This design comes from an exercise in tuning for small area, a short achievable clock period and few clock cycles per item on the open sky130 flow, not from production work.
Function was checked by simulation only, so behaviour that the tests miss may differ from the original.

===== design/flow/run.sh =====
#!/bin/bash
# synth_recipe.tcl (not shown) runs the flow's synth.tcl, then flattens the netlist and writes it again
# the make line also repeats each setting of config.mk as NAME=value (left out here)
make -C /OpenROAD-flow-scripts/flow DESIGN_CONFIG=/design/flow/config.mk WORK_HOME=/design/flow/orfs CLKGATE_MAP_FILE= SYNTH_SCRIPT=/design/flow/synth_recipe.tcl finish

===== design/flow/config.mk =====
export PLATFORM = sky130hd
export DESIGN_NAME = aes_dec_top
export DESIGN_NICKNAME = aes_dec_top
export VERILOG_FILES = /design/flow/design.v
export SDC_FILE = /design/flow/constraint.sdc
export NUM_CORES = 8
export LEC_CHECK = 0
export CAP_MARGIN = 20
export CORE_MARGIN = 2
export CORE_UTILIZATION = 30
export CTS_BUF_LIST = sky130_fd_sc_hd__clkbuf_8
export CTS_CLUSTER_SIZE = 30
export GPL_ROUTABILITY_DRIVEN = 0
export SETUP_SLACK_MARGIN = 1.4
export SLEW_MARGIN = 20
export SYNTH_HIERARCHICAL = 1

===== design/flow/constraint.sdc =====
create_clock -name core_clock -period 9.0 [get_ports {clk}]
set_input_delay 1.8000 -clock core_clock [delete_from_list [all_inputs] [get_ports {clk}]]
set_output_delay 1.8000 -clock core_clock [all_outputs]
set_load 0.01 [all_outputs]

===== design/flow/design.v =====
    function automatic logic [7:0] get_byte(input logic [127:0] b, input integer n);
        get_byte = b[8*(15-n) +: 8];
    endfunction
    function automatic logic [31:0] get_word(input logic [127:0] b, input integer k);
        get_word = {get_byte(b, k + 12), get_byte(b, k + 8), get_byte(b, k + 4), get_byte(b, k)};
    endfunction
    function automatic logic [7:0] rcon(input logic [3:0] i);
        case (i)
            4'd1:    rcon = 8'h01;
            4'd2:    rcon = 8'h02;
            4'd3:    rcon = 8'h04;
            4'd4:    rcon = 8'h08;
            4'd5:    rcon = 8'h10;
            4'd6:    rcon = 8'h20;
            4'd7:    rcon = 8'h40;
            4'd8:    rcon = 8'h80;
            4'd9:    rcon = 8'h1b;
            4'd10:   rcon = 8'h36;
            default: rcon = 8'h00;
        endcase
    endfunction
`timescale 1ns/1ps
module aes_dec_regs (
    input  logic         clk,
    input  logic         avs_read_i,
    input  logic         avs_write_i,
    input  logic [3:0]   avs_address_i,
    input  logic [31:0]  avs_writedata_i,
    input  logic         decrypt_busy_i,
    input  logic         key_ready_i,
    input  logic [127:0] plaintext_i,
    output logic [31:0]  avs_readdata_o,
    output logic         avs_waitrequest_o,
    output logic         expand_start_o,
    output logic         key_write_o,
    output logic         decrypt_start_o,
    output logic [127:0] cipher_key_o,
    output logic [127:0] ciphertext_o
);
    function automatic logic [7:0] get_byte(input logic [127:0] b, input integer n);
        get_byte = b[8*(15-n) +: 8];
    endfunction
    function automatic logic [31:0] get_word(input logic [127:0] b, input integer k);
        get_word = {get_byte(b, k + 12), get_byte(b, k + 8), get_byte(b, k + 4), get_byte(b, k)};
    endfunction
    function automatic logic [7:0] rcon(input logic [3:0] i);
        case (i)
            4'd1:    rcon = 8'h01;
            4'd2:    rcon = 8'h02;
            4'd3:    rcon = 8'h04;
            4'd4:    rcon = 8'h08;
            4'd5:    rcon = 8'h10;
            4'd6:    rcon = 8'h20;
            4'd7:    rcon = 8'h40;
            4'd8:    rcon = 8'h80;
            4'd9:    rcon = 8'h1b;
            4'd10:   rcon = 8'h36;
            default: rcon = 8'h00;
        endcase
    endfunction
    logic [3:0]   addr;
    logic         sel_key;
    logic         sel_ct;
    logic         sel_exp;
    logic         sel_dec;
    logic         wr_acc;
    logic [127:0] key_q;
    logic [127:0] ct_q;
    assign addr    = avs_address_i;
    assign sel_key = (addr[3:2] == 2'd0);
    assign sel_ct  = (addr[3:2] == 2'd1);
    assign sel_exp = (addr == 4'(8));
    assign sel_dec = (addr == 4'(9));
    assign avs_waitrequest_o = (avs_read_i  && sel_key && decrypt_busy_i) ||
                               (avs_write_i && (sel_key || sel_exp) && decrypt_busy_i) ||
                               (avs_write_i && sel_dec && !key_ready_i);
    assign wr_acc          = avs_write_i && !avs_waitrequest_o;
    assign expand_start_o  = wr_acc && sel_exp;
    assign decrypt_start_o = wr_acc && sel_dec;
    assign key_write_o     = wr_acc && sel_key;
    always_ff @(posedge clk) begin
        for (int k = 0; k < 4; k++) begin
            for (int i = 0; i < 4; i++) begin
                if (wr_acc && sel_key && addr[1:0] == 2'(k)) begin
                    key_q[8*(15-(k+4*i)) +: 8] <= avs_writedata_i[8*i +: 8];
                end
                if (wr_acc && sel_ct && addr[1:0] == 2'(k)) begin
                    ct_q[8*(15-(k+4*i)) +: 8] <= avs_writedata_i[8*i +: 8];
                end
            end
        end
    end
    assign cipher_key_o = key_q;
    assign ciphertext_o = ct_q;
    always_comb begin
        avs_readdata_o = '0;
        if (sel_key) begin
            avs_readdata_o = get_word(plaintext_i, addr[1:0]);
        end
    end
endmodule
`timescale 1ns/1ps
module aes_key_expand (
    input  logic         clk,
    input  logic         rst_n,
    input  logic         expand_start_i,
    input  logic         decrypt_start_i,
    input  logic         decrypt_busy_i,
    input  logic         key_write_i,
    input  logic [127:0] cipher_key_i,
    output logic         key_ready_o,
    output logic         last_round_o,
    output logic [127:0] whiten_key_o,
    output logic [127:0] round_key_o
);
    function automatic logic [7:0] get_byte(input logic [127:0] b, input integer n);
        get_byte = b[8*(15-n) +: 8];
    endfunction
    function automatic logic [31:0] get_word(input logic [127:0] b, input integer k);
        get_word = {get_byte(b, k + 12), get_byte(b, k + 8), get_byte(b, k + 4), get_byte(b, k)};
    endfunction
    function automatic logic [7:0] rcon(input logic [3:0] i);
        case (i)
            4'd1:    rcon = 8'h01;
            4'd2:    rcon = 8'h02;
            4'd3:    rcon = 8'h04;
            4'd4:    rcon = 8'h08;
            4'd5:    rcon = 8'h10;
            4'd6:    rcon = 8'h20;
            4'd7:    rcon = 8'h40;
            4'd8:    rcon = 8'h80;
            4'd9:    rcon = 8'h1b;
            4'd10:   rcon = 8'h36;
            default: rcon = 8'h00;
        endcase
    endfunction
    localparam logic [3:0] LAST_IDX = 4'(10);
    logic [127:0] rk_q;      
    logic [3:0]   idx_q;
    logic         clean_q;   
    logic         walk;      
    logic         last;      
    logic         fast;      
    logic         fwd;       
    logic         fwd_q;     
    logic         fast_q;    
    logic         step_back;
    logic         busy_d;
    logic [3:0]   idx_d;
    logic         clean_d;
    logic [31:0]  k0, k1, k2, k3p;
    logic [31:0]  sub_in;
    logic [31:0]  sub;
    logic [31:0]  t;
    logic [127:0] nxt_key;
    assign {k0, k1, k2, k3p} = rk_q;
    assign walk      = !decrypt_busy_i && (idx_q != LAST_IDX);
    assign last      = decrypt_busy_i && (idx_q == 4'd1);
    assign fast      = last && clean_q;
    assign fwd       = walk || fast;
    assign step_back = decrypt_start_i || (decrypt_busy_i && idx_q != 4'd1);
    assign sub_in = fwd_q ? (k2 ^ k3p) : k3p;
    for (genvar i = 0; i < 4; i++) begin : g_sbox
        aes_sbox u_sbox (.x(sub_in[8*((i+3)%4) +: 8]), .y(sub[8*i +: 8]));
    end
    assign t = k0 ^ sub ^ {rcon(fwd_q ? idx_q + 4'd1 : idx_q), 24'h000000};
    assign nxt_key = {t,
                      k1 ^ (fwd ? t : k0),
                      k1 ^ k2 ^ (fwd ? t : 32'h0),
                      k2 ^ k3p ^ (fwd ? 32'h0 : k1)};
    always_comb begin
        if (expand_start_i) begin
            idx_d = 4'd0;
        end else if (step_back) begin
            idx_d = idx_q - 4'd1;
        end else if (fwd) begin
            idx_d = idx_q + 4'd1;
        end else begin
            idx_d = idx_q;
        end
    end
    assign clean_d = expand_start_i || (clean_q && !key_write_i);
    assign busy_d = decrypt_start_i || (decrypt_busy_i && !last);
    always_ff @(posedge clk) begin
        if (!rst_n) begin
            idx_q   <= LAST_IDX;
            clean_q <= 1'b0;
            fwd_q   <= 1'b0;
            fast_q  <= 1'b0;
        end else begin
            idx_q   <= idx_d;
            clean_q <= clean_d;
            fwd_q   <= (!busy_d && idx_d != LAST_IDX) || (busy_d && idx_d == 4'd1 && clean_d);
            fast_q  <= busy_d && idx_d == 4'd1 && clean_d;
        end
    end
    always_ff @(posedge clk) begin
        if (expand_start_i) begin
            rk_q <= {cipher_key_i[127:32], cipher_key_i[63:32] ^ cipher_key_i[31:0]};
        end else if (step_back || fwd) begin
            rk_q <= nxt_key;
        end
    end
    assign key_ready_o  = (idx_q == LAST_IDX) && !decrypt_busy_i;
    assign last_round_o = (idx_q == 4'd1);
    assign whiten_key_o = {k0, k1, k2, k2 ^ k3p};
    assign round_key_o  = {fast_q ? cipher_key_i[127:96] : t, k0 ^ k1, k1 ^ k2, k3p};
endmodule
`timescale 1ns/1ps
module aes_dec_core (
    input  logic         clk,
    input  logic         rst_n,
    input  logic         decrypt_start_i,
    input  logic         last_round_i,
    input  logic [127:0] ciphertext_i,
    input  logic [127:0] whiten_key_i,
    input  logic [127:0] round_key_i,
    output logic         decrypt_busy_o,
    output logic [127:0] plaintext_o
);
    function automatic logic [7:0] get_byte(input logic [127:0] b, input integer n);
        get_byte = b[8*(15-n) +: 8];
    endfunction
    function automatic logic [31:0] get_word(input logic [127:0] b, input integer k);
        get_word = {get_byte(b, k + 12), get_byte(b, k + 8), get_byte(b, k + 4), get_byte(b, k)};
    endfunction
    function automatic logic [7:0] rcon(input logic [3:0] i);
        case (i)
            4'd1:    rcon = 8'h01;
            4'd2:    rcon = 8'h02;
            4'd3:    rcon = 8'h04;
            4'd4:    rcon = 8'h08;
            4'd5:    rcon = 8'h10;
            4'd6:    rcon = 8'h20;
            4'd7:    rcon = 8'h40;
            4'd8:    rcon = 8'h80;
            4'd9:    rcon = 8'h1b;
            4'd10:   rcon = 8'h36;
            default: rcon = 8'h00;
        endcase
    endfunction
    logic         busy_q;
    logic [127:0] state_q;
    logic [127:0] imc;
    logic [127:0] sub_in;
    logic [127:0] nxt;
    for (genvar c = 0; c < 4; c++) begin : g_imc
        aes_imc_col u_imc (
            .a({state_q[127-32*c-24 -: 8], state_q[127-32*c-16 -: 8],
                state_q[127-32*c-8 -: 8], state_q[127-32*c -: 8]}),
            .y({imc[127-32*c-24 -: 8], imc[127-32*c-16 -: 8],
                imc[127-32*c-8 -: 8], imc[127-32*c -: 8]})
        );
    end
    assign sub_in = busy_q ? imc : (ciphertext_i ^ whiten_key_i);
    for (genvar r = 0; r < 4; r++) begin : g_row
        for (genvar c = 0; c < 4; c++) begin : g_col
            aes_inv_sbox_ark u_isbox (
                .x({round_key_i[8*(15-(r+4*c)) +: 8],
                    sub_in[8*(15-(r+4*((c+4-r)%4))) +: 8]}),
                .y(nxt[8*(15-(r+4*c)) +: 8])
            );
        end
    end
    always_ff @(posedge clk) begin
        if (!rst_n) begin
            busy_q <= 1'b0;
        end else if (decrypt_start_i) begin
            busy_q <= 1'b1;
        end else if (last_round_i) begin
            busy_q <= 1'b0;
        end
    end
    always_ff @(posedge clk) begin
        if (decrypt_start_i || busy_q) begin
            state_q <= nxt;
        end
    end
    assign decrypt_busy_o = busy_q;
    assign plaintext_o    = state_q;
endmodule
module aes_g_xor(input logic a, input logic b, output logic y);
    assign y = a ^ b;
endmodule
module aes_g_xnor(input logic a, input logic b, output logic y);
    assign y = ~(a ^ b);
endmodule
module aes_g_and(input logic a, input logic b, output logic y);
    assign y = a & b;
endmodule
module aes_g_nand(input logic a, input logic b, output logic y);
    assign y = ~(a & b);
endmodule
module aes_g_or(input logic a, input logic b, output logic y);
    assign y = a | b;
endmodule
module aes_g_nor(input logic a, input logic b, output logic y);
    assign y = ~(a | b);
endmodule
module aes_g_andn(input logic a, input logic b, output logic y);
    assign y = ~a & b;
endmodule
module aes_g_nandn(input logic a, input logic b, output logic y);
    assign y = a | ~b;
endmodule
module aes_inv_sbox_ark (
    input  logic [15:0] x,
    output logic [7:0] y
);
    logic P0, P1, P2, P3, P4, P5, P6, P7, P8, P9, P10, P11;
    logic P12, P13, P14, P15, P16, P17, P18, P19, P20, P21, P22, P23;
    logic P24, P25, P26, P27, P28, P29, M1, M2, M3, M4, M5, M6;
    logic M7, M8, M9, M10, M11, M12, M13, M14, M15, M16, M17, M18;
    logic M19, M20, M21, M22, M23, M24, M25, M26, M27, M28, M29, M30;
    logic M31, M32, M33, M34, M35, M36, M37, M38, M39, M40, M41, M42;
    logic M43, M44, M45, M46, M47, M48, M49, M50, M51, M52, M53, M54;
    logic M55, M56, M57, M58, M59, M60, M61, M62, M63, Q0, Q1, Q2;
    logic Q3, Q4, Q5, Q6, Q7, Q8, Q9, Q10, Q11, Q12, Q13, Q14;
    logic Q15, Q16, Q17, Q18, Q19, Q20, Q21, Q22, Q23, Q24, Q25, Q26;
    logic Q27, Q28, Q29, Q30, Q31, Q32, Q33, Q34, Q35, Q36, Q37, Q38;
    logic Q39, Q40, Q41, Q42;
    aes_g_xor u0 (.a(x[4]), .b(x[6]), .y(P0));
    aes_g_xor u1 (.a(x[0]), .b(x[1]), .y(P1));
    aes_g_xnor u2 (.a(x[3]), .b(x[4]), .y(P2));
    aes_g_xor u3 (.a(x[6]), .b(x[7]), .y(P3));
    aes_g_xor u4 (.a(P0), .b(P1), .y(P4));
    aes_g_xor u5 (.a(x[2]), .b(x[5]), .y(P5));
    aes_g_xor u6 (.a(x[0]), .b(x[3]), .y(P6));
    aes_g_xor u7 (.a(x[3]), .b(x[6]), .y(P7));
    aes_g_xor u8 (.a(x[7]), .b(P0), .y(P8));
    aes_g_xor u9 (.a(P1), .b(P3), .y(P9));
    aes_g_xor u10 (.a(x[1]), .b(x[2]), .y(P10));
    aes_g_xor u11 (.a(x[0]), .b(x[5]), .y(P11));
    aes_g_xor u12 (.a(x[2]), .b(x[3]), .y(P12));
    aes_g_xor u13 (.a(x[2]), .b(x[7]), .y(P13));
    aes_g_xnor u14 (.a(x[4]), .b(x[7]), .y(P14));
    aes_g_xor u15 (.a(x[1]), .b(x[5]), .y(P15));
    aes_g_xnor u16 (.a(P3), .b(P6), .y(P16));
    aes_g_xor u17 (.a(x[7]), .b(P5), .y(P17));
    aes_g_xnor u18 (.a(x[5]), .b(P2), .y(P18));
    aes_g_xor u19 (.a(P7), .b(P15), .y(P19));
    aes_g_xor u20 (.a(P1), .b(P7), .y(P20));
    aes_g_xor u21 (.a(P0), .b(P11), .y(P21));
    aes_g_xor u22 (.a(P1), .b(P2), .y(P22));
    aes_g_xnor u23 (.a(P2), .b(P10), .y(P23));
    aes_g_xnor u24 (.a(P0), .b(P5), .y(P24));
    aes_g_xnor u25 (.a(x[0]), .b(P2), .y(P25));
    aes_g_xor u26 (.a(P4), .b(P13), .y(P26));
    aes_g_xor u27 (.a(P9), .b(P12), .y(P27));
    aes_g_xor u28 (.a(x[3]), .b(P8), .y(P28));
    aes_g_xnor u29 (.a(x[5]), .b(P4), .y(P29));
    aes_g_nor u30 (.a(P9), .b(P24), .y(M1));
    aes_g_nor u31 (.a(P14), .b(P8), .y(M2));
    aes_g_xnor u32 (.a(P27), .b(M1), .y(M3));
    aes_g_nor u33 (.a(P4), .b(P17), .y(M4));
    aes_g_xor u34 (.a(M4), .b(M1), .y(M5));
    aes_g_nor u35 (.a(P22), .b(P19), .y(M6));
    aes_g_nor u36 (.a(P0), .b(P25), .y(M7));
    aes_g_xnor u37 (.a(P21), .b(M6), .y(M8));
    aes_g_nor u38 (.a(P20), .b(P29), .y(M9));
    aes_g_xor u39 (.a(M9), .b(M6), .y(M10));
    aes_g_nor u40 (.a(P2), .b(P26), .y(M11));
    aes_g_nor u41 (.a(P28), .b(P23), .y(M12));
    aes_g_xor u42 (.a(M12), .b(M11), .y(M13));
    aes_g_nor u43 (.a(P3), .b(P16), .y(M14));
    aes_g_xor u44 (.a(M14), .b(M11), .y(M15));
    aes_g_xor u45 (.a(M3), .b(M2), .y(M16));
    aes_g_xnor u46 (.a(M5), .b(P6), .y(M17));
    aes_g_xor u47 (.a(M8), .b(M7), .y(M18));
    aes_g_xor u48 (.a(M10), .b(M15), .y(M19));
    aes_g_xor u49 (.a(M16), .b(M13), .y(M20));
    aes_g_xor u50 (.a(M17), .b(M15), .y(M21));
    aes_g_xor u51 (.a(M18), .b(M13), .y(M22));
    aes_g_xnor u52 (.a(M19), .b(P18), .y(M23));
    aes_g_xnor u53 (.a(M22), .b(M23), .y(M24));
    aes_g_nand u54 (.a(M22), .b(M20), .y(M25));
    aes_g_xor u55 (.a(M21), .b(M25), .y(M26));
    aes_g_xnor u56 (.a(M20), .b(M21), .y(M27));
    aes_g_xor u57 (.a(M23), .b(M25), .y(M28));
    aes_g_nor u58 (.a(M28), .b(M27), .y(M29));
    aes_g_nor u59 (.a(M26), .b(M24), .y(M30));
    aes_g_nand u60 (.a(M20), .b(M23), .y(M31));
    aes_g_nor u61 (.a(M27), .b(M31), .y(M32));
    aes_g_xor u62 (.a(M27), .b(M25), .y(M33));
    aes_g_nand u63 (.a(M21), .b(M22), .y(M34));
    aes_g_nor u64 (.a(M24), .b(M34), .y(M35));
    aes_g_xor u65 (.a(M24), .b(M25), .y(M36));
    aes_g_xnor u66 (.a(M21), .b(M29), .y(M37));
    aes_g_xnor u67 (.a(M32), .b(M33), .y(M38));
    aes_g_xnor u68 (.a(M23), .b(M30), .y(M39));
    aes_g_xnor u69 (.a(M35), .b(M36), .y(M40));
    aes_g_xnor u70 (.a(M38), .b(M40), .y(M41));
    aes_g_xnor u71 (.a(M37), .b(M39), .y(M42));
    aes_g_xnor u72 (.a(M37), .b(M38), .y(M43));
    aes_g_xnor u73 (.a(M39), .b(M40), .y(M44));
    aes_g_xnor u74 (.a(M42), .b(M41), .y(M45));
    aes_g_nor u75 (.a(M44), .b(P24), .y(M46));
    aes_g_nor u76 (.a(M40), .b(P8), .y(M47));
    aes_g_nor u77 (.a(M39), .b(P17), .y(M48));
    aes_g_nor u78 (.a(M43), .b(P19), .y(M49));
    aes_g_nor u79 (.a(M38), .b(P25), .y(M50));
    aes_g_nor u80 (.a(M37), .b(P29), .y(M51));
    aes_g_nor u81 (.a(M42), .b(P26), .y(M52));
    aes_g_nor u82 (.a(M45), .b(P23), .y(M53));
    aes_g_nor u83 (.a(M41), .b(P16), .y(M54));
    aes_g_nor u84 (.a(M44), .b(P9), .y(M55));
    aes_g_nor u85 (.a(M40), .b(P14), .y(M56));
    aes_g_nor u86 (.a(M39), .b(P4), .y(M57));
    aes_g_nor u87 (.a(M43), .b(P22), .y(M58));
    aes_g_nor u88 (.a(M38), .b(P0), .y(M59));
    aes_g_nor u89 (.a(M37), .b(P20), .y(M60));
    aes_g_nor u90 (.a(M42), .b(P2), .y(M61));
    aes_g_nor u91 (.a(M45), .b(P28), .y(M62));
    aes_g_nor u92 (.a(M41), .b(P3), .y(M63));
    aes_g_xor u93 (.a(M52), .b(M61), .y(Q0));
    aes_g_xor u94 (.a(M58), .b(Q0), .y(Q1));
    aes_g_xor u95 (.a(M59), .b(Q1), .y(Q2));
    aes_g_xor u96 (.a(M54), .b(M62), .y(Q3));
    aes_g_xor u97 (.a(M47), .b(M50), .y(Q4));
    aes_g_xor u98 (.a(M48), .b(M56), .y(Q5));
    aes_g_xor u99 (.a(Q2), .b(Q3), .y(Q6));
    aes_g_xor u100 (.a(M57), .b(M63), .y(Q7));
    aes_g_xor u101 (.a(M60), .b(Q4), .y(Q8));
    aes_g_xor u102 (.a(M49), .b(Q5), .y(Q9));
    aes_g_xor u103 (.a(M46), .b(M51), .y(Q10));
    aes_g_xor u104 (.a(M50), .b(M53), .y(Q11));
    aes_g_xor u105 (.a(Q8), .b(Q9), .y(Q12));
    aes_g_xor u106 (.a(Q2), .b(Q11), .y(Q13));
    aes_g_xor u107 (.a(M59), .b(x[14]), .y(Q14));
    aes_g_xor u108 (.a(M54), .b(M63), .y(Q15));
    aes_g_xor u109 (.a(M48), .b(x[12]), .y(Q16));
    aes_g_xor u110 (.a(M51), .b(x[15]), .y(Q17));
    aes_g_xor u111 (.a(M57), .b(x[13]), .y(Q18));
    aes_g_xor u112 (.a(x[10]), .b(Q4), .y(Q19));
    aes_g_xor u113 (.a(M55), .b(M61), .y(Q20));
    aes_g_xor u114 (.a(Q5), .b(Q7), .y(Q21));
    aes_g_xor u115 (.a(M49), .b(Q17), .y(Q22));
    aes_g_xor u116 (.a(M55), .b(Q15), .y(Q23));
    aes_g_xor u117 (.a(M49), .b(x[9]), .y(Q24));
    aes_g_xor u118 (.a(x[8]), .b(Q7), .y(Q25));
    aes_g_xor u119 (.a(M46), .b(Q16), .y(Q26));
    aes_g_xor u120 (.a(Q10), .b(Q19), .y(Q27));
    aes_g_xor u121 (.a(Q14), .b(Q23), .y(Q28));
    aes_g_xor u122 (.a(x[11]), .b(Q10), .y(Q29));
    aes_g_xor u123 (.a(Q20), .b(Q25), .y(Q30));
    aes_g_xor u124 (.a(M62), .b(Q24), .y(Q31));
    aes_g_xor u125 (.a(Q3), .b(Q12), .y(Q32));
    aes_g_xor u126 (.a(Q21), .b(Q29), .y(Q33));
    aes_g_xor u127 (.a(Q0), .b(Q12), .y(Q34));
    aes_g_xor u128 (.a(Q1), .b(Q18), .y(Q35));
    aes_g_xor u129 (.a(Q28), .b(Q34), .y(Q36));
    aes_g_xor u130 (.a(Q32), .b(Q35), .y(Q37));
    aes_g_xor u131 (.a(Q13), .b(Q33), .y(Q38));
    aes_g_xor u132 (.a(Q13), .b(Q31), .y(Q39));
    aes_g_xor u133 (.a(Q6), .b(Q26), .y(Q40));
    aes_g_xor u134 (.a(Q6), .b(Q22), .y(Q41));
    aes_g_xor u135 (.a(Q6), .b(Q27), .y(Q42));
    assign y[0] = Q30;
    assign y[1] = Q39;
    assign y[2] = Q42;
    assign y[3] = Q38;
    assign y[4] = Q40;
    assign y[5] = Q37;
    assign y[6] = Q36;
    assign y[7] = Q41;
endmodule
module aes_sbox (
    input  logic [7:0] x,
    output logic [7:0] y
);
    logic T1, T2, T3, T4, T5, T6, T7, T8, T9, T10, T11, T12;
    logic T13, T14, T15, T16, T17, T18, T19, T20, T21, T22, T23, T24;
    logic T25, T26, T27, M1, M2, M3, M4, M5, M6, M7, M8, M9;
    logic M10, M11, M12, M13, M14, M15, M16, M17, M18, M19, M20, M21;
    logic M22, M23, M24, M25, M26, M27, M28, M29, M30, M31, M32, M33;
    logic M34, M35, M36, M37, M38, M39, M40, M41, M42, M43, M44, M45;
    logic M46, M47, M48, M49, M50, M51, M52, M53, M54, M55, M56, M57;
    logic M58, M59, M60, M61, M62, M63, L0, L1, L2, L3, L4, L5;
    logic L6, L7, L8, L9, L10, L11, L12, L13, L14, L15, L16, L17;
    logic L18, L19, L20, L21, L22, L23, L24, L25, L26, L27, L28, L29;
    logic S0, S1, S2, S3, S4, S5, S6, S7;
    aes_g_xnor u0 (.a(x[7]), .b(x[4]), .y(T1));
    aes_g_xnor u1 (.a(x[7]), .b(x[2]), .y(T2));
    aes_g_xnor u2 (.a(x[7]), .b(x[1]), .y(T3));
    aes_g_xnor u3 (.a(x[4]), .b(x[2]), .y(T4));
    aes_g_xor u4 (.a(x[3]), .b(x[1]), .y(T5));
    aes_g_xor u5 (.a(T1), .b(T5), .y(T6));
    aes_g_xor u6 (.a(x[6]), .b(x[5]), .y(T7));
    aes_g_xor u7 (.a(x[0]), .b(T6), .y(T8));
    aes_g_xnor u8 (.a(x[0]), .b(T7), .y(T9));
    aes_g_xor u9 (.a(T6), .b(T7), .y(T10));
    aes_g_xor u10 (.a(x[6]), .b(x[2]), .y(T11));
    aes_g_xor u11 (.a(x[5]), .b(x[2]), .y(T12));
    aes_g_xnor u12 (.a(T3), .b(T4), .y(T13));
    aes_g_xnor u13 (.a(T6), .b(T11), .y(T14));
    aes_g_xnor u14 (.a(T5), .b(T11), .y(T15));
    aes_g_xnor u15 (.a(T5), .b(T12), .y(T16));
    aes_g_xnor u16 (.a(T9), .b(T16), .y(T17));
    aes_g_xor u17 (.a(x[4]), .b(x[0]), .y(T18));
    aes_g_xor u18 (.a(T7), .b(T18), .y(T19));
    aes_g_xor u19 (.a(T1), .b(T19), .y(T20));
    aes_g_xor u20 (.a(x[1]), .b(x[0]), .y(T21));
    aes_g_xnor u21 (.a(T7), .b(T21), .y(T22));
    aes_g_xnor u22 (.a(T2), .b(T22), .y(T23));
    aes_g_xor u23 (.a(T2), .b(T10), .y(T24));
    aes_g_xor u24 (.a(T20), .b(T17), .y(T25));
    aes_g_xor u25 (.a(T3), .b(T16), .y(T26));
    aes_g_xor u26 (.a(T1), .b(T12), .y(T27));
    aes_g_nor u27 (.a(T13), .b(T6), .y(M1));
    aes_g_nor u28 (.a(T23), .b(T8), .y(M2));
    aes_g_xor u29 (.a(T14), .b(M1), .y(M3));
    aes_g_nand u30 (.a(T19), .b(x[0]), .y(M4));
    aes_g_xnor u31 (.a(M4), .b(M1), .y(M5));
    aes_g_nor u32 (.a(T3), .b(T16), .y(M6));
    aes_g_nor u33 (.a(T22), .b(T9), .y(M7));
    aes_g_xor u34 (.a(T26), .b(M6), .y(M8));
    aes_g_nor u35 (.a(T20), .b(T17), .y(M9));
    aes_g_xor u36 (.a(M9), .b(M6), .y(M10));
    aes_g_nor u37 (.a(T1), .b(T15), .y(M11));
    aes_g_nor u38 (.a(T4), .b(T27), .y(M12));
    aes_g_xor u39 (.a(M12), .b(M11), .y(M13));
    aes_g_nor u40 (.a(T2), .b(T10), .y(M14));
    aes_g_xor u41 (.a(M14), .b(M11), .y(M15));
    aes_g_xor u42 (.a(M3), .b(M2), .y(M16));
    aes_g_xor u43 (.a(M5), .b(T24), .y(M17));
    aes_g_xor u44 (.a(M8), .b(M7), .y(M18));
    aes_g_xor u45 (.a(M10), .b(M15), .y(M19));
    aes_g_xor u46 (.a(M16), .b(M13), .y(M20));
    aes_g_xor u47 (.a(M17), .b(M15), .y(M21));
    aes_g_xor u48 (.a(M18), .b(M13), .y(M22));
    aes_g_xor u49 (.a(M19), .b(T25), .y(M23));
    aes_g_xnor u50 (.a(M22), .b(M23), .y(M24));
    aes_g_nand u51 (.a(M22), .b(M20), .y(M25));
    aes_g_xor u52 (.a(M21), .b(M25), .y(M26));
    aes_g_xnor u53 (.a(M20), .b(M21), .y(M27));
    aes_g_xor u54 (.a(M23), .b(M25), .y(M28));
    aes_g_nor u55 (.a(M28), .b(M27), .y(M29));
    aes_g_nor u56 (.a(M26), .b(M24), .y(M30));
    aes_g_nand u57 (.a(M20), .b(M23), .y(M31));
    aes_g_nor u58 (.a(M27), .b(M31), .y(M32));
    aes_g_xor u59 (.a(M27), .b(M25), .y(M33));
    aes_g_nand u60 (.a(M21), .b(M22), .y(M34));
    aes_g_nor u61 (.a(M24), .b(M34), .y(M35));
    aes_g_xor u62 (.a(M24), .b(M25), .y(M36));
    aes_g_xnor u63 (.a(M21), .b(M29), .y(M37));
    aes_g_xnor u64 (.a(M32), .b(M33), .y(M38));
    aes_g_xor u65 (.a(M23), .b(M30), .y(M39));
    aes_g_xnor u66 (.a(M35), .b(M36), .y(M40));
    aes_g_xnor u67 (.a(M38), .b(M40), .y(M41));
    aes_g_xor u68 (.a(M37), .b(M39), .y(M42));
    aes_g_xnor u69 (.a(M37), .b(M38), .y(M43));
    aes_g_xor u70 (.a(M39), .b(M40), .y(M44));
    aes_g_xnor u71 (.a(M42), .b(M41), .y(M45));
    aes_g_nor u72 (.a(M44), .b(T6), .y(M46));
    aes_g_nor u73 (.a(M40), .b(T8), .y(M47));
    aes_g_nand u74 (.a(M39), .b(x[0]), .y(M48));
    aes_g_nor u75 (.a(M43), .b(T16), .y(M49));
    aes_g_nor u76 (.a(M38), .b(T9), .y(M50));
    aes_g_nor u77 (.a(M37), .b(T17), .y(M51));
    aes_g_nor u78 (.a(M42), .b(T15), .y(M52));
    aes_g_nor u79 (.a(M45), .b(T27), .y(M53));
    aes_g_nor u80 (.a(M41), .b(T10), .y(M54));
    aes_g_nor u81 (.a(M44), .b(T13), .y(M55));
    aes_g_nor u82 (.a(M40), .b(T23), .y(M56));
    aes_g_nand u83 (.a(M39), .b(T19), .y(M57));
    aes_g_nor u84 (.a(M43), .b(T3), .y(M58));
    aes_g_nor u85 (.a(M38), .b(T22), .y(M59));
    aes_g_nor u86 (.a(M37), .b(T20), .y(M60));
    aes_g_nor u87 (.a(M42), .b(T1), .y(M61));
    aes_g_nor u88 (.a(M45), .b(T4), .y(M62));
    aes_g_nor u89 (.a(M41), .b(T2), .y(M63));
    aes_g_xor u90 (.a(M61), .b(M62), .y(L0));
    aes_g_xor u91 (.a(M50), .b(M56), .y(L1));
    aes_g_xnor u92 (.a(M46), .b(M48), .y(L2));
    aes_g_xor u93 (.a(M47), .b(M55), .y(L3));
    aes_g_xor u94 (.a(M54), .b(M58), .y(L4));
    aes_g_xor u95 (.a(M49), .b(M61), .y(L5));
    aes_g_xor u96 (.a(M62), .b(L5), .y(L6));
    aes_g_xor u97 (.a(M46), .b(L3), .y(L7));
    aes_g_xor u98 (.a(M51), .b(M59), .y(L8));
    aes_g_xor u99 (.a(M52), .b(M53), .y(L9));
    aes_g_xor u100 (.a(M53), .b(L4), .y(L10));
    aes_g_xor u101 (.a(M60), .b(L2), .y(L11));
    aes_g_xnor u102 (.a(M48), .b(M51), .y(L12));
    aes_g_xor u103 (.a(M50), .b(L0), .y(L13));
    aes_g_xor u104 (.a(M52), .b(M61), .y(L14));
    aes_g_xor u105 (.a(M55), .b(L1), .y(L15));
    aes_g_xor u106 (.a(M56), .b(L0), .y(L16));
    aes_g_xnor u107 (.a(M57), .b(L1), .y(L17));
    aes_g_xor u108 (.a(M58), .b(L8), .y(L18));
    aes_g_xor u109 (.a(M63), .b(L4), .y(L19));
    aes_g_xor u110 (.a(L0), .b(L1), .y(L20));
    aes_g_xor u111 (.a(L1), .b(L7), .y(L21));
    aes_g_xor u112 (.a(L3), .b(L12), .y(L22));
    aes_g_xor u113 (.a(L18), .b(L2), .y(L23));
    aes_g_xor u114 (.a(L15), .b(L9), .y(L24));
    aes_g_xor u115 (.a(L6), .b(L10), .y(L25));
    aes_g_xor u116 (.a(L7), .b(L9), .y(L26));
    aes_g_xor u117 (.a(L8), .b(L10), .y(L27));
    aes_g_xor u118 (.a(L11), .b(L14), .y(L28));
    aes_g_xor u119 (.a(L11), .b(L17), .y(L29));
    aes_g_xor u120 (.a(L6), .b(L24), .y(S0));
    aes_g_xnor u121 (.a(L16), .b(L26), .y(S1));
    aes_g_xnor u122 (.a(L19), .b(L28), .y(S2));
    aes_g_xor u123 (.a(L6), .b(L21), .y(S3));
    aes_g_xor u124 (.a(L20), .b(L22), .y(S4));
    aes_g_xor u125 (.a(L25), .b(L29), .y(S5));
    aes_g_xnor u126 (.a(L13), .b(L27), .y(S6));
    aes_g_xnor u127 (.a(L6), .b(L23), .y(S7));
    assign y[0] = S7;
    assign y[1] = S6;
    assign y[2] = S5;
    assign y[3] = S4;
    assign y[4] = S3;
    assign y[5] = S2;
    assign y[6] = S1;
    assign y[7] = S0;
endmodule
module aes_imc_col (
    input  logic [31:0] a,
    output logic [31:0] y
);
    logic T0, T1, T2, T3, T4, T5, T6, T7, T8, T9, T10, T11;
    logic T12, T13, T14, T15, T16, T17, T18, T19, T20, T21, T22, T23;
    logic T24, T25, T26, T27, T28, T29, T30, T31, T32, T33, T34, T35;
    logic T36, T37, T38, T39, T40, T41, T42, T43, T44, T45, T46, T47;
    logic T48, T49, T50, T51, T52, T53, T54, T55, T56, T57, T58, T59;
    logic T60, T61, T62, T63, T64, T65, T66, T67, T68, T69, T70, T71;
    logic T72, T73, T74, T75, T76, T77, T78, T79, T80, T81, T82, T83;
    logic T84, T85, T86, T87, T88, T89, T90, T91, T92, T93, T94, T95;
    logic T96, T97, T98, T99, T100, T101, T102, T103, T104, T105, T106, T107;
    logic T108, T109, T110, T111, T112, T113, T114, T115, T116, T117, T118, T119;
    logic T120, T121, T122, T123, T124, T125, T126, T127, T128, T129, T130, T131;
    logic T132, T133, T134, T135, T136, T137, T138, T139, T140, T141, T142, T143;
    logic T144, T145, T146, T147, T148, T149, T150, T151, T152, T153, T154, T155;
    logic T156, T157, T158, T159, T160, T161, T162, T163, T164, T165, T166, T167;
    logic T168, T169, T170, T171, T172;
    aes_g_xor u0 (.a(a[13]), .b(a[29]), .y(T0));
    aes_g_xor u1 (.a(a[5]), .b(a[21]), .y(T1));
    aes_g_xor u2 (.a(a[6]), .b(a[22]), .y(T2));
    aes_g_xor u3 (.a(a[14]), .b(a[30]), .y(T3));
    aes_g_xor u4 (.a(T0), .b(T1), .y(T4));
    aes_g_xor u5 (.a(a[11]), .b(a[23]), .y(T5));
    aes_g_xor u6 (.a(a[7]), .b(a[27]), .y(T6));
    aes_g_xor u7 (.a(a[19]), .b(a[31]), .y(T7));
    aes_g_xor u8 (.a(a[3]), .b(a[15]), .y(T8));
    aes_g_xor u9 (.a(a[18]), .b(T3), .y(T9));
    aes_g_xor u10 (.a(a[10]), .b(T2), .y(T10));
    aes_g_xor u11 (.a(a[1]), .b(T4), .y(T11));
    aes_g_xor u12 (.a(a[9]), .b(a[25]), .y(T12));
    aes_g_xor u13 (.a(a[4]), .b(a[20]), .y(T13));
    aes_g_xor u14 (.a(a[12]), .b(a[28]), .y(T14));
    aes_g_xor u15 (.a(a[0]), .b(a[16]), .y(T15));
    aes_g_xor u16 (.a(a[8]), .b(a[24]), .y(T16));
    aes_g_xor u17 (.a(a[26]), .b(T10), .y(T17));
    aes_g_xor u18 (.a(a[2]), .b(T9), .y(T18));
    aes_g_xor u19 (.a(T5), .b(T7), .y(T19));
    aes_g_xor u20 (.a(T6), .b(T8), .y(T20));
    aes_g_xor u21 (.a(a[17]), .b(T12), .y(T21));
    aes_g_xor u22 (.a(a[7]), .b(a[23]), .y(T22));
    aes_g_xor u23 (.a(a[15]), .b(a[31]), .y(T23));
    aes_g_xor u24 (.a(a[17]), .b(T2), .y(T24));
    aes_g_xor u25 (.a(T15), .b(T16), .y(T25));
    aes_g_xor u26 (.a(T13), .b(T14), .y(T26));
    aes_g_xor u27 (.a(T19), .b(T20), .y(T27));
    aes_g_xor u28 (.a(T3), .b(T4), .y(T28));
    aes_g_xor u29 (.a(T11), .b(T21), .y(T29));
    aes_g_xor u30 (.a(T17), .b(T18), .y(T30));
    aes_g_xor u31 (.a(T11), .b(T24), .y(T31));
    aes_g_xor u32 (.a(a[15]), .b(a[23]), .y(T32));
    aes_g_xor u33 (.a(a[7]), .b(a[31]), .y(T33));
    aes_g_xor u34 (.a(a[23]), .b(a[31]), .y(T34));
    aes_g_xor u35 (.a(a[7]), .b(a[15]), .y(T35));
    aes_g_xor u36 (.a(a[2]), .b(a[17]), .y(T36));
    aes_g_xor u37 (.a(T5), .b(T8), .y(T37));
    aes_g_xor u38 (.a(a[4]), .b(T7), .y(T38));
    aes_g_xor u39 (.a(T5), .b(T6), .y(T39));
    aes_g_xor u40 (.a(T15), .b(T23), .y(T40));
    aes_g_xor u41 (.a(T2), .b(T14), .y(T41));
    aes_g_xor u42 (.a(T3), .b(T13), .y(T42));
    aes_g_xor u43 (.a(T2), .b(T16), .y(T43));
    aes_g_xor u44 (.a(T16), .b(T22), .y(T44));
    aes_g_xor u45 (.a(T0), .b(T8), .y(T45));
    aes_g_xor u46 (.a(T1), .b(T23), .y(T46));
    aes_g_xor u47 (.a(T0), .b(T22), .y(T47));
    aes_g_xor u48 (.a(a[26]), .b(T25), .y(T48));
    aes_g_xor u49 (.a(T1), .b(T39), .y(T49));
    aes_g_xor u50 (.a(T4), .b(T43), .y(T50));
    aes_g_xor u51 (.a(a[6]), .b(T26), .y(T51));
    aes_g_xor u52 (.a(a[22]), .b(T26), .y(T52));
    aes_g_xor u53 (.a(T17), .b(T40), .y(T53));
    aes_g_xor u54 (.a(T18), .b(T44), .y(T54));
    aes_g_xor u55 (.a(T27), .b(T41), .y(T55));
    aes_g_xor u56 (.a(T28), .b(T32), .y(T56));
    aes_g_xor u57 (.a(T27), .b(T42), .y(T57));
    aes_g_xor u58 (.a(a[13]), .b(a[30]), .y(T58));
    aes_g_xor u59 (.a(a[5]), .b(a[22]), .y(T59));
    aes_g_xor u60 (.a(a[4]), .b(a[28]), .y(T60));
    aes_g_xor u61 (.a(a[7]), .b(a[30]), .y(T61));
    aes_g_xor u62 (.a(a[1]), .b(a[9]), .y(T62));
    aes_g_xor u63 (.a(a[12]), .b(a[20]), .y(T63));
    aes_g_xor u64 (.a(a[1]), .b(a[25]), .y(T64));
    aes_g_xor u65 (.a(a[21]), .b(a[29]), .y(T65));
    aes_g_xor u66 (.a(a[14]), .b(a[23]), .y(T66));
    aes_g_xor u67 (.a(a[5]), .b(a[14]), .y(T67));
    aes_g_xor u68 (.a(a[8]), .b(a[16]), .y(T68));
    aes_g_xor u69 (.a(a[3]), .b(a[10]), .y(T69));
    aes_g_xor u70 (.a(a[2]), .b(a[19]), .y(T70));
    aes_g_xor u71 (.a(a[15]), .b(a[30]), .y(T71));
    aes_g_xor u72 (.a(a[12]), .b(a[21]), .y(T72));
    aes_g_xor u73 (.a(a[0]), .b(a[8]), .y(T73));
    aes_g_xor u74 (.a(a[11]), .b(a[18]), .y(T74));
    aes_g_xor u75 (.a(a[5]), .b(a[28]), .y(T75));
    aes_g_xor u76 (.a(a[16]), .b(a[24]), .y(T76));
    aes_g_xor u77 (.a(a[9]), .b(a[24]), .y(T77));
    aes_g_xor u78 (.a(a[9]), .b(a[26]), .y(T78));
    aes_g_xor u79 (.a(a[14]), .b(a[31]), .y(T79));
    aes_g_xor u80 (.a(a[25]), .b(T3), .y(T80));
    aes_g_xor u81 (.a(T7), .b(T69), .y(T81));
    aes_g_xor u82 (.a(T15), .b(T33), .y(T82));
    aes_g_xor u83 (.a(T34), .b(T68), .y(T83));
    aes_g_xor u84 (.a(a[24]), .b(T15), .y(T84));
    aes_g_xor u85 (.a(a[12]), .b(T13), .y(T85));
    aes_g_xor u86 (.a(a[29]), .b(T63), .y(T86));
    aes_g_xor u87 (.a(a[16]), .b(T35), .y(T87));
    aes_g_xor u88 (.a(T33), .b(T76), .y(T88));
    aes_g_xor u89 (.a(T6), .b(T12), .y(T89));
    aes_g_xor u90 (.a(a[0]), .b(T35), .y(T90));
    aes_g_xor u91 (.a(T7), .b(T75), .y(T91));
    aes_g_xor u92 (.a(a[28]), .b(T13), .y(T92));
    aes_g_xor u93 (.a(a[21]), .b(T58), .y(T93));
    aes_g_xor u94 (.a(T6), .b(T14), .y(T94));
    aes_g_xor u95 (.a(a[13]), .b(T59), .y(T95));
    aes_g_xor u96 (.a(a[27]), .b(T36), .y(T96));
    aes_g_xor u97 (.a(a[29]), .b(T67), .y(T97));
    aes_g_xor u98 (.a(T12), .b(T70), .y(T98));
    aes_g_xor u99 (.a(T3), .b(T12), .y(T99));
    aes_g_xor u100 (.a(a[20]), .b(T14), .y(T100));
    aes_g_xor u101 (.a(a[6]), .b(T65), .y(T101));
    aes_g_xor u102 (.a(a[0]), .b(T34), .y(T102));
    aes_g_xor u103 (.a(a[13]), .b(T60), .y(T103));
    aes_g_xor u104 (.a(a[8]), .b(T82), .y(T104));
    aes_g_xor u105 (.a(T9), .b(T25), .y(T105));
    aes_g_xor u106 (.a(T38), .b(T94), .y(T106));
    aes_g_xor u107 (.a(a[20]), .b(T45), .y(T107));
    aes_g_xor u108 (.a(T19), .b(T92), .y(T108));
    aes_g_xor u109 (.a(T10), .b(T96), .y(T109));
    aes_g_xor u110 (.a(T45), .b(T72), .y(T110));
    aes_g_xor u111 (.a(a[25]), .b(T83), .y(T111));
    aes_g_xor u112 (.a(T20), .b(T74), .y(T112));
    aes_g_xor u113 (.a(T4), .b(T81), .y(T113));
    aes_g_xor u114 (.a(T46), .b(T61), .y(T114));
    aes_g_xor u115 (.a(T10), .b(T64), .y(T115));
    aes_g_xor u116 (.a(T88), .b(T99), .y(T116));
    aes_g_xor u117 (.a(T37), .b(T98), .y(T117));
    aes_g_xor u118 (.a(T24), .b(T78), .y(T118));
    aes_g_xor u119 (.a(T37), .b(T100), .y(T119));
    aes_g_xor u120 (.a(T46), .b(T66), .y(T120));
    aes_g_xor u121 (.a(T47), .b(T79), .y(T121));
    aes_g_xor u122 (.a(T77), .b(T90), .y(T122));
    aes_g_xor u123 (.a(T36), .b(T80), .y(T123));
    aes_g_xor u124 (.a(T20), .b(T85), .y(T124));
    aes_g_xor u125 (.a(T19), .b(T25), .y(T125));
    aes_g_xor u126 (.a(T9), .b(T62), .y(T126));
    aes_g_xor u127 (.a(T21), .b(T73), .y(T127));
    aes_g_xor u128 (.a(T47), .b(T71), .y(T128));
    aes_g_xor u129 (.a(T11), .b(T116), .y(T129));
    aes_g_xor u130 (.a(T50), .b(T102), .y(T130));
    aes_g_xor u131 (.a(T28), .b(T117), .y(T131));
    aes_g_xor u132 (.a(T89), .b(T105), .y(T132));
    aes_g_xor u133 (.a(T18), .b(T106), .y(T133));
    aes_g_xor u134 (.a(T49), .b(T103), .y(T134));
    aes_g_xor u135 (.a(T52), .b(T121), .y(T135));
    aes_g_xor u136 (.a(T51), .b(T128), .y(T136));
    aes_g_xor u137 (.a(T109), .b(T125), .y(T137));
    aes_g_xor u138 (.a(T52), .b(T114), .y(T138));
    aes_g_xor u139 (.a(T48), .b(T112), .y(T139));
    aes_g_xor u140 (.a(T51), .b(T120), .y(T140));
    aes_g_xor u141 (.a(T18), .b(T119), .y(T141));
    aes_g_xor u142 (.a(T38), .b(T110), .y(T142));
    aes_g_xor u143 (.a(T50), .b(T87), .y(T143));
    aes_g_xor u144 (.a(T49), .b(T86), .y(T144));
    aes_g_xor u145 (.a(T28), .b(T104), .y(T145));
    aes_g_xor u146 (.a(T17), .b(T124), .y(T146));
    aes_g_xor u147 (.a(T91), .b(T107), .y(T147));
    aes_g_xor u148 (.a(T17), .b(T108), .y(T148));
    aes_g_xor u149 (.a(T11), .b(T137), .y(T149));
    aes_g_xor u150 (.a(T55), .b(T93), .y(T150));
    aes_g_xor u151 (.a(T53), .b(T123), .y(T151));
    aes_g_xor u152 (.a(T29), .b(T146), .y(T152));
    aes_g_xor u153 (.a(T54), .b(T118), .y(T153));
    aes_g_xor u154 (.a(T53), .b(T126), .y(T154));
    aes_g_xor u155 (.a(T56), .b(T84), .y(T155));
    aes_g_xor u156 (.a(T56), .b(T127), .y(T156));
    aes_g_xor u157 (.a(T30), .b(T142), .y(T157));
    aes_g_xor u158 (.a(T30), .b(T147), .y(T158));
    aes_g_xor u159 (.a(T29), .b(T148), .y(T159));
    aes_g_xor u160 (.a(T55), .b(T97), .y(T160));
    aes_g_xor u161 (.a(T31), .b(T139), .y(T161));
    aes_g_xor u162 (.a(T48), .b(T131), .y(T162));
    aes_g_xor u163 (.a(T30), .b(T144), .y(T163));
    aes_g_xor u164 (.a(T29), .b(T133), .y(T164));
    aes_g_xor u165 (.a(T54), .b(T115), .y(T165));
    aes_g_xor u166 (.a(T30), .b(T134), .y(T166));
    aes_g_xor u167 (.a(T31), .b(T122), .y(T167));
    aes_g_xor u168 (.a(T29), .b(T141), .y(T168));
    aes_g_xor u169 (.a(T57), .b(T101), .y(T169));
    aes_g_xor u170 (.a(T31), .b(T111), .y(T170));
    aes_g_xor u171 (.a(T113), .b(T132), .y(T171));
    aes_g_xor u172 (.a(T57), .b(T95), .y(T172));
    assign y[0] = T143;
    assign y[1] = T156;
    assign y[2] = T154;
    assign y[3] = T149;
    assign y[4] = T168;
    assign y[5] = T157;
    assign y[6] = T172;
    assign y[7] = T140;
    assign y[8] = T155;
    assign y[9] = T170;
    assign y[10] = T153;
    assign y[11] = T171;
    assign y[12] = T159;
    assign y[13] = T163;
    assign y[14] = T150;
    assign y[15] = T135;
    assign y[16] = T130;
    assign y[17] = T129;
    assign y[18] = T151;
    assign y[19] = T161;
    assign y[20] = T164;
    assign y[21] = T158;
    assign y[22] = T169;
    assign y[23] = T138;
    assign y[24] = T145;
    assign y[25] = T167;
    assign y[26] = T165;
    assign y[27] = T162;
    assign y[28] = T152;
    assign y[29] = T166;
    assign y[30] = T160;
    assign y[31] = T136;
endmodule
`timescale 1ns/1ps
module aes_dec_top (
    input  logic        clk,
    input  logic        rst_n,
    input  logic        avs_read_i,
    input  logic        avs_write_i,
    input  logic [3:0]  avs_address_i,
    input  logic [31:0] avs_writedata_i,
    output logic [31:0] avs_readdata_o,
    output logic        avs_waitrequest_o
);
    logic         expand_start;
    logic         key_write;
    logic         decrypt_start;
    logic         decrypt_busy;
    logic         key_ready;
    logic         last_round;
    logic [127:0] cipher_key;
    logic [127:0] ciphertext;
    logic [127:0] plaintext;
    logic [127:0] whiten_key;
    logic [127:0] round_key;
    aes_dec_regs i_aes_dec_regs (
        .clk               (clk),
        .avs_read_i        (avs_read_i),
        .avs_write_i       (avs_write_i),
        .avs_address_i     (avs_address_i),
        .avs_writedata_i   (avs_writedata_i),
        .decrypt_busy_i    (decrypt_busy),
        .key_ready_i       (key_ready),
        .plaintext_i       (plaintext),
        .avs_readdata_o    (avs_readdata_o),
        .avs_waitrequest_o (avs_waitrequest_o),
        .expand_start_o    (expand_start),
        .key_write_o       (key_write),
        .decrypt_start_o   (decrypt_start),
        .cipher_key_o      (cipher_key),
        .ciphertext_o      (ciphertext)
    );
    aes_key_expand i_aes_key_expand (
        .clk             (clk),
        .rst_n           (rst_n),
        .expand_start_i  (expand_start),
        .decrypt_start_i (decrypt_start),
        .decrypt_busy_i  (decrypt_busy),
        .key_write_i     (key_write),
        .cipher_key_i    (cipher_key),
        .key_ready_o     (key_ready),
        .last_round_o    (last_round),
        .whiten_key_o    (whiten_key),
        .round_key_o     (round_key)
    );
    aes_dec_core i_aes_dec_core (
        .clk             (clk),
        .rst_n           (rst_n),
        .decrypt_start_i (decrypt_start),
        .last_round_i    (last_round),
        .ciphertext_i    (ciphertext),
        .whiten_key_i    (whiten_key),
        .round_key_i     (round_key),
        .decrypt_busy_o  (decrypt_busy),
        .plaintext_o     (plaintext)
    );
endmodule

==> run summary, run 1 <==
largest net degree at the start of global routing=between 200 and 250; Yosys top cell area share=between 40 and 50%; Hold EP=i_aes_key_expand.rk_q[77]$_DFFE_PP_; wire length on met3=about 12 mm; worst min-delay path category=flip-flop to flip-flop; Tmin final=approximately 7.3 ns; number of synthesized flops with an enable pin=a little over 500; Setup Crit Path Kind=flip-flop to flip-flop; placed insts=7650; antenna violations before repair=21; Min Hold Slack=around 0.52 ns; unrepaired setup endpoints after global routing=true; Top cell by count, worst path=xor2_1; Starting DRT DRC Count=between 3000 and 4000; Fin. Hold Viols=0; syn avg cell area=around 9.6 sq um; RR Endpoint=i_aes_dec_core.state_q[11]$_DFFE_PP_; clock root buffer=clkbuf_8; Syn Std Cell Area=53500 sq um; Met2 Wirelength=approximately 80 mm; Yosys reg bits=520; Area after DPL=between 50000 and 60000 sq um; drt pass-1 iters=6; critical path, cell by cell=xor2_2, xor2_1, xor2_2, xor2_1, xor2_1, nand2_1, o21ai_2, xor2_1, xnor2_1, nor2_1, xor2_1, xnor2_1, xor2_1, xnor2_1, nor2_1, xnor2_2, xnor2_1, nor2_1, xor2_1, xor2_1, xor2_1, xor2_1, xor2_2; outcome=finished clean; register area=about 16000 sq um; Synth Instances=5557; Distinct cells, synth=between 60 and 70; worst reg-to-reg setup slack=1.70 ns; via/cell ratio=about 4.7; Die H=around 430 um; final instance area=59100 sq um; final setup vio count=0; first-pass GRT wire length=246 mm; die width=426 um; slowest CP cell=edfxtp_1; multi-input logic area=around 37000 sq um; ys flop type=edfxtp_1; # rows=155; Setup crit start=i_aes_dec_core.state_q[78]$_DFFE_PP_; GRT Total Usage=18.3%; Seq/Total Area, Yosys=29.0%; Routed Antenna Nets=0; biggest cell delay along the critical path=0.49 ns; final global-route overflow total=0; CP Max Fanout=4; CTS tree=yes; Final Worst Setup Slack=1.70 ns; Post-synth ARST share=0%; clk slew on worst S/H paths=0.06 ns; layout cell share with drive strength beyond 1=between 10% and 20%; DP HPWL=approximately 140 mm; hold buffer count at cts=0; Routed WL=approximately 170 mm; area grow syn2layout=10.4%; critical path startpoint category=flip-flop; Final Util=33.2%; dpl ws=0.847 ns; Final Max Slew Viols=0; Setup TNS=0 ns; Die Area=roughly 180000 sq um; Ports=73; leading area contributor after synthesis=xor2_1; clock tree sinks=520; relative max-transition margin=around a quarter; Final Non-Filler Cells=7871; IO buf count=72; number of max-cap violations=0; effective utilization at floorplan=30.1%; average wire per standard cell=21.8 um; critical path required time=9.49 ns; DRC Markers=0; Yosys warning total=9; filler instances=18000; Top Metal Used=met4; Worst R2R Start=i_aes_dec_core.state_q[78]$_DFFE_PP_; Core ar.=~180000 sq um; nets=roughly 5500; fmax=between 100 and 150 MHz; Hold Crit Start=i_aes_dec_regs.key_q[77]$_DFFE_PP_; FF-to-FF path depth=23; crit path DAT=7.79 ns; via count of the first global-routing pass=between 30000 and 40000; syn nets=roughly 5600; H-tree levels=3; period utilization=approximately four fifths; Skew-Pair Late Insertion Delay=between 0.7 and 0.8 ns; Synth area leaders=xor2_1 (40%), edfxtp_1 (29%), xnor2_1 (11%); worst clock skew=0.0451 ns; Post-Route M1 WL=74.3 mm; crit path capture type=flip-flop; CTS Buffer Depth=3; Hold Crit Depth=2; TritonCTS Buffers=96; Slew @ Worst Pin=about 1.1 ns; Vias=37200
## critical path: cells and delay by family, from the launching register on
kind / cells / cell delay (ns)
xor+xnor: 18 / 5.55
compound gates: 1 / 0.19
simple gates: 4 / 0.77
flops: 1 / 0.49
## Yosys stat by module (local to each module, per instance), a selection
module | times used | area (sq um)
aes_inv_sbox_ark | 16 | 60.1
aes_sbox | 4 | 60.1
aes_dec_core | 1 | 6730
aes_g_xor | 2220 | 8.76
aes_g_xnor | 480 | 8.76
aes_g_nand | 72 | 3.75
aes_imc_col | 4 | 240
aes_key_expand | 1 | 9610
## metal layers
metal,global-route usage (%),up-vias
met5,0,-
met4,5.59,0
met3,2.48,256
met2,29.8,1429
met1,25.1,18400
li1,-,17100
## cells in the mapped netlist (3+ instances only)
| cell type | number |
|---|---|
| xor2_1 | 2457 |
| xnor2_1 | 665 |
| nor2_1 | 624 |
| edfxtp_1 | 512 |
| nand2_1 | 427 |
| buf_4 | 295 |
| o21ai_0 | 120 |
| o21ai_2 | 84 |
| mux2_2 | 52 |
| clkbuf_1 | 40 |
| nor2b_1 | 40 |
| o21ai_1 | 35 |
| mux4_2 | 29 |
| buf_6 | 22 |
| buf_2 | 14 |
| inv_1 | 13 |
| nor3_1 | 12 |
| dfxtp_1 | 8 |
| ha_1 | 8 |
| o31ai_1 | 7 |
| a21oi_1 | 6 |
| nand2b_1 | 6 |
| buf_1 | 5 |
| nor3b_1 | 5 |
| nor4b_1 | 5 |
| o21a_1 | 5 |
| nand3_1 | 4 |
| a21boi_1 | 3 |
| a31oi_1 | 3 |
| and3_1 | 3 |
| and3b_1 | 3 |
| mux4_1 | 3 |
| nand3b_1 | 3 |
## registers in the layout (all words and copies together) (netlist names)
name,count
i_aes_key_expand.idx_q,4
i_aes_key_expand.clean_q,1
i_aes_key_expand.fast_q,1
i_aes_dec_core.busy_q,1
i_aes_dec_regs.key_q,128
i_aes_dec_core.state_q,128
i_aes_key_expand.rk_q,128
i_aes_dec_regs.ct_q,128
i_aes_key_expand.fwd_q,1
## kinds of logic after synthesis
family	synth area share, %
xor+xnor	51.1
simple gates	8.67
flops	29.0
buf+inv	5.16
compound gates	3.36
mux	2.50
fa+ha+maj	0.187
## cell type report
cell class / count / share of cell area [%]
Timing Repair Buffer: 156 / 2.40
Clock buffer: 97 / 2.26
Tap cell: 2355 / 4.99
Sequential cell: 520 / 26.3
Antenna cell: 7 / 0.0296
Clock inverter: 76 / 0.974
Inverter: 13 / 0.0826
Multi-Input combinational cell: 4647 / 63.0
## worst max path at each step
stage                                                      end  slack [ns]  depth (start not counted)
after global routing      i_aes_dec_core.state_q[36]$_DFFE_PP_        1.29                         25
after global placement    i_aes_dec_core.state_q[15]$_DFFE_PP_        0.93                         24
after CTS                 i_aes_dec_core.state_q[15]$_DFFE_PP_        1.31                         24
after detailed placement  i_aes_dec_core.state_q[15]$_DFFE_PP_        0.85                         24
after floorplan           i_aes_dec_core.state_q[34]$_DFFE_PP_        2.23                         26
final                     i_aes_dec_core.state_q[11]$_DFFE_PP_        1.70                         23
## timing repair
action                                 4_1_cts  5_1_grt
endpoints found under the hold margin        0        0
resized for setup                           47      202
setup buffers                                1       39
pin swaps                                    0       15
setup endpoints to repair                   74      125
## cells in the final DEF, fill, tap and decap left out, drive strengths merged, types with 5 or more instances in the layout
cell           synthesis  final
inv                   13     49
clkinv                 0     27
nand2                427    427
dfxtp                  8      8
a21oi                  7      7
edfxtp               512    512
nand2b                 7      7
xor2                2458   2458
ha                     8      8
nor2                 625    625
clkdlybuf4s50          0     70
nor3                  12     12
nor4b                  5      5
nor2b                 41     41
xnor2                665    665
buf                  337     86
mux2                  52     52
o21a                   5      5
bufinv                 0      9
o31ai                  7      7
mux4                  32     32
clkbuf                40     97
nor3b                  6      6
o21ai                239    239
diode                  0      7
Testbench counts, summed over its fixed seeds: cycles 18,222, blocks 895.
==> run 2: changes to the inputs <==
--- a/design/flow/config.mk
+++ b/design/flow/config.mk
@@ -10,7 +10,6 @@
 export CORE_UTILIZATION = 30
 export CTS_BUF_LIST = sky130_fd_sc_hd__clkbuf_8
 export CTS_CLUSTER_SIZE = 30
-export GPL_ROUTABILITY_DRIVEN = 0
 export SETUP_SLACK_MARGIN = 1.4
 export SLEW_MARGIN = 20
 export SYNTH_HIERARCHICAL = 1
==> run 2 against run 1 <==
Critical path type unchanged. Hold slack worse by 0.0066 ns. Flip-flop and latch count stayed put. Cell area is 0.30% lower. Register-to-register slack hardly changed. Cell count hardly changed. Sequential share of layout area is 0.086 points higher. Via count is 1.3% lower.
==> run summary, run 2 <==
Final Worst Setup Slack=1.71 ns (+0.00578 ns); nets=5492 (+0.18%); clk slew on worst S/H paths=0.06 ns (about the same); filler instances=18100 (+0.55%); worst clock skew=0.0490 ns (+0.00392 ns); Setup TNS=0 ns (unchanged); Routed WL=177 mm (+2.8%); TritonCTS Buffers=94 (-2.1%); crit path capture type=flip-flop; Syn Std Cell Area=53500 sq um (unchanged); Vias=36700 (-1.3%); CTS Buffer Depth=3 (unchanged); hold buffer count at cts=0 (unchanged); Ports=73 (unchanged); CTS tree=yes; critical path required time=9.55 ns (+0.06 ns); Skew-Pair Late Insertion Delay=0.78 ns (+0.02 ns); Seq/Total Area, Yosys=29.0% (unchanged); layout cell share with drive strength beyond 1=11.1% (about the same); IO buf count=72 (unchanged); largest net degree at the start of global routing=102 (-52%); syn nets=5605 (unchanged); period utilization=81.0% (about the same); H-tree levels=3 (unchanged); number of synthesized flops with an enable pin=512 (unchanged); Yosys reg bits=520 (unchanged); Setup Crit Path Kind=flip-flop to flip-flop; syn avg cell area=9.63 sq um (unchanged); via/cell ratio=4.66 (-1.4%); Post-synth top cells=xor2_1 (2457), xnor2_1 (665), nor2_1 (624); Fin. Hold Viols=0 (unchanged); Die H=426 um (unchanged); die width=426 um (unchanged); Tmin final=7.29 ns (-0.00578 ns); Starting DRT DRC Count=3404 (-14%); Distinct cells, synth=64 (unchanged); Routed Antenna Nets=0 (unchanged); area grow syn2layout=10.1%; final global-route overflow total=0 (unchanged); Die Area=182000 sq um (unchanged); dpl ws=0.477 ns (-0.370 ns); clock tree sinks=520 (unchanged); Synth Instances=5557 (unchanged); Top cell by count, worst path=xor2_1; fmax=137 MHz (about the same); Yosys top cell area share=40.2% (unchanged); most common cell in the netlist=xor2_1; antenna violations before repair=15 (-29%); final setup vio count=0 (unchanged); slowest CP cell=edfxtp_1; drt pass-1 iters=5 (-1); Post-synth ARST share=0% (unchanged); effective utilization at floorplan=30.1% (unchanged); critical path startpoint category=flip-flop; Synth area leaders=xor2_1 (40%), edfxtp_1 (29%), xnor2_1 (11%); crit path DAT=7.84 ns (+0.05 ns); # rows=155 (unchanged); number of max-cap violations=0 (unchanged); average wire per standard cell=22.4 um (+2.7%); CP Max Fanout=5 (+1); via count of the first global-routing pass=36700 (+0.40%); most frequent cells in the layout=xor2_1 (2320), nor2_1 (620), xnor2_1 (613), edfxtp_1 (512), nand2_1 (427); worst min-delay path category=flip-flop to flip-flop; outcome=finished clean; most common cell after layout, fill and taps aside=xor2_1; ys flop type=edfxtp_1; critical path, cell by cell=xor2_4, xor2_4, buf_4, xor2_1, xor2_1, nand2_1, o21ai_1, xor2_2, xor2_2, xor2_1, nor2_1, xor2_1, xor2_1, xnor2_2, xnor2_1, nor2_1, xnor2_2, xnor2_1, nor2_1, xor2_1, xor2_1, xor2_1, xor2_1, xor2_1; first-pass GRT wire length=254 mm (+3.0%); Slew @ Worst Pin=1.14 ns (+0.00823 ns); Core ar.=178000 sq um (unchanged); biggest cell delay along the critical path=0.54 ns (+0.05 ns); GP Congestion=0.970; Yosys warning total=9 (unchanged); Final Max Slew Viols=0 (unchanged); unrepaired setup endpoints after global routing=true; DRC Markers=0 (unchanged); leading area contributor after synthesis=xor2_1; GRT Total Usage=19.0% (+0.66 points); relative max-transition margin=23.5% (-1.1 points); DP HPWL=141 mm (+4.5%); clock root buffer=clkbuf_8
run 2: cell counts after synthesis:
Identical to the previous run, type by type.
run 2: worst max-delay path, delay by kind of cell, from the launching register on:
| family | cells | cell delay [ns] |
|---|---|---|
| AO/OA/AOI/OAI | 1 | 0.53 |
| XOR/XNOR | 18 | 5.24 |
| buffers and inverters | 1 | 0.17 |
| flip-flops | 1 | 0.54 |
| AND/OR/NAND/NOR | 4 | 0.58 |
run 2: stage by stage:
stage / area (sq um) / utilization (%) / std cells / hold slack (ns)
final: 58900 / 33.1 / 7876 / 0.511
after global routing: 58900 / 33.1 / 7874 / 0.530
after CTS: 57200 / 32.2 / 7832 / 0.517
after detailed placement: 55000 / 30.9 / 7662 / 0.511
after global placement: 55000 / 30.9 / 7662 / 0.504
after floorplan: 53500 / - / 5557 / 0.498
run 2: cells by family after synthesis:
group / count (synthesis) / synth area share (%)
flops: 520 / 29.0
buf+inv: 390 / 5.16
xor+xnor: 3123 / 51.1
mux: 86 / 2.50
simple gates: 1153 / 8.67
compound gates: 277 / 3.36
fa+ha+maj: 8 / 0.187
run 2: path summary, 6_finish.rpt:
check / start / endpoint / slack (ns) / depth (start not counted)
max: i_aes_dec_core.state_q[37]$_DFFE_PP_ / i_aes_dec_core.state_q[105]$_DFFE_PP_ / 1.71 / 24
min: i_aes_dec_regs.key_q[91]$_DFFE_PP_ / i_aes_key_expand.rk_q[91]$_DFFE_PP_ / 0.51 / 2
max reg2reg: i_aes_dec_core.state_q[37]$_DFFE_PP_ / i_aes_dec_core.state_q[105]$_DFFE_PP_ / 1.71 / 24
min reg2reg: i_aes_dec_regs.key_q[91]$_DFFE_PP_ / i_aes_key_expand.rk_q[91]$_DFFE_PP_ / 0.51 / 2
run 2: modules after synthesis (local to each module, per instance), a selection:
module	times used	cells	cell area, sq um	flip-flops and latches
aes_dec_regs	1	355	8840	256
aes_dec_core	1	545	6730	129
aes_imc_col	4	32	240	0
aes_g_xnor	480	1	8.76	0
aes_g_nand	72	1	3.75	0
aes_g_nor	608	1	3.75	0
run 2: repair_timing:
| action | 4_1_cts | 5_1_grt |
|---|---|---|
| cloned | 0 | 0 |
| setup buffers | 1 | 39 |
| gates resized for setup | 65 | 182 |
| setup endpoints to repair | 85 | 117 |
| pin swaps | 3 | 17 |
run 2: layout make-up:
type	instances	area, sq um	share of cell area [%]
antenna	4	10.0	0.0170
clock buffer	94	1290	2.20
clock inverter	75	449	0.762
inverter	13	48.8	0.0828
multi-input combinational	4647	37100	63.0
sequential	520	15500	26.4
tap	2355	2950	5.00
timing repair buffer	168	1500	2.55
run 2: metal layers:
layer | GRT usage (%) | vias to the layer above | share of wire [%]
met3 | 2.31 | 206 | 6.3
met5 | 0 | - | 0.0074
li1 | - | 17200 | -
met4 | 5.59 | 2 | 3.0
met2 | 31.6 | 1216 | 47
met1 | 25.6 | 18100 | 43

[afterwards: timing with drivers on the ports]
The flow's constraints put no driver on any port. The routed layouts listed below were extracted and timed again, unchanged, in two steps. Step 1: set_driving_cell puts a clkbuf_16 on clk and a buf_2 on each other input, an assumption about the parent block. Step 2 adds t to the input delays and takes it off the output delays; t is the mean of the earliest and latest rising clock arrival at the registers after step 1. Input paths then give back, and output paths get back, about the clock's delay inside the block. Slacks: ideal / step 1 / step 2; pairs: ideal / step 1.
run	shift t [ns]	slack for setup (ns)	hold slack, ns	clock arrival spread, ns	slew at the worst register clock pin (ns)
run 1	0.821	1.702 / 1.702 / 1.702	0.518 / 0.518 / 0.518	0.045 / 0.045	0.08 / 0.08
run 2	0.843	1.708 / 1.708 / 1.708	0.511 / 0.511 / 0.511	0.053 / 0.053	0.07 / 0.07
After both steps setup and hold are still met in every run listed.
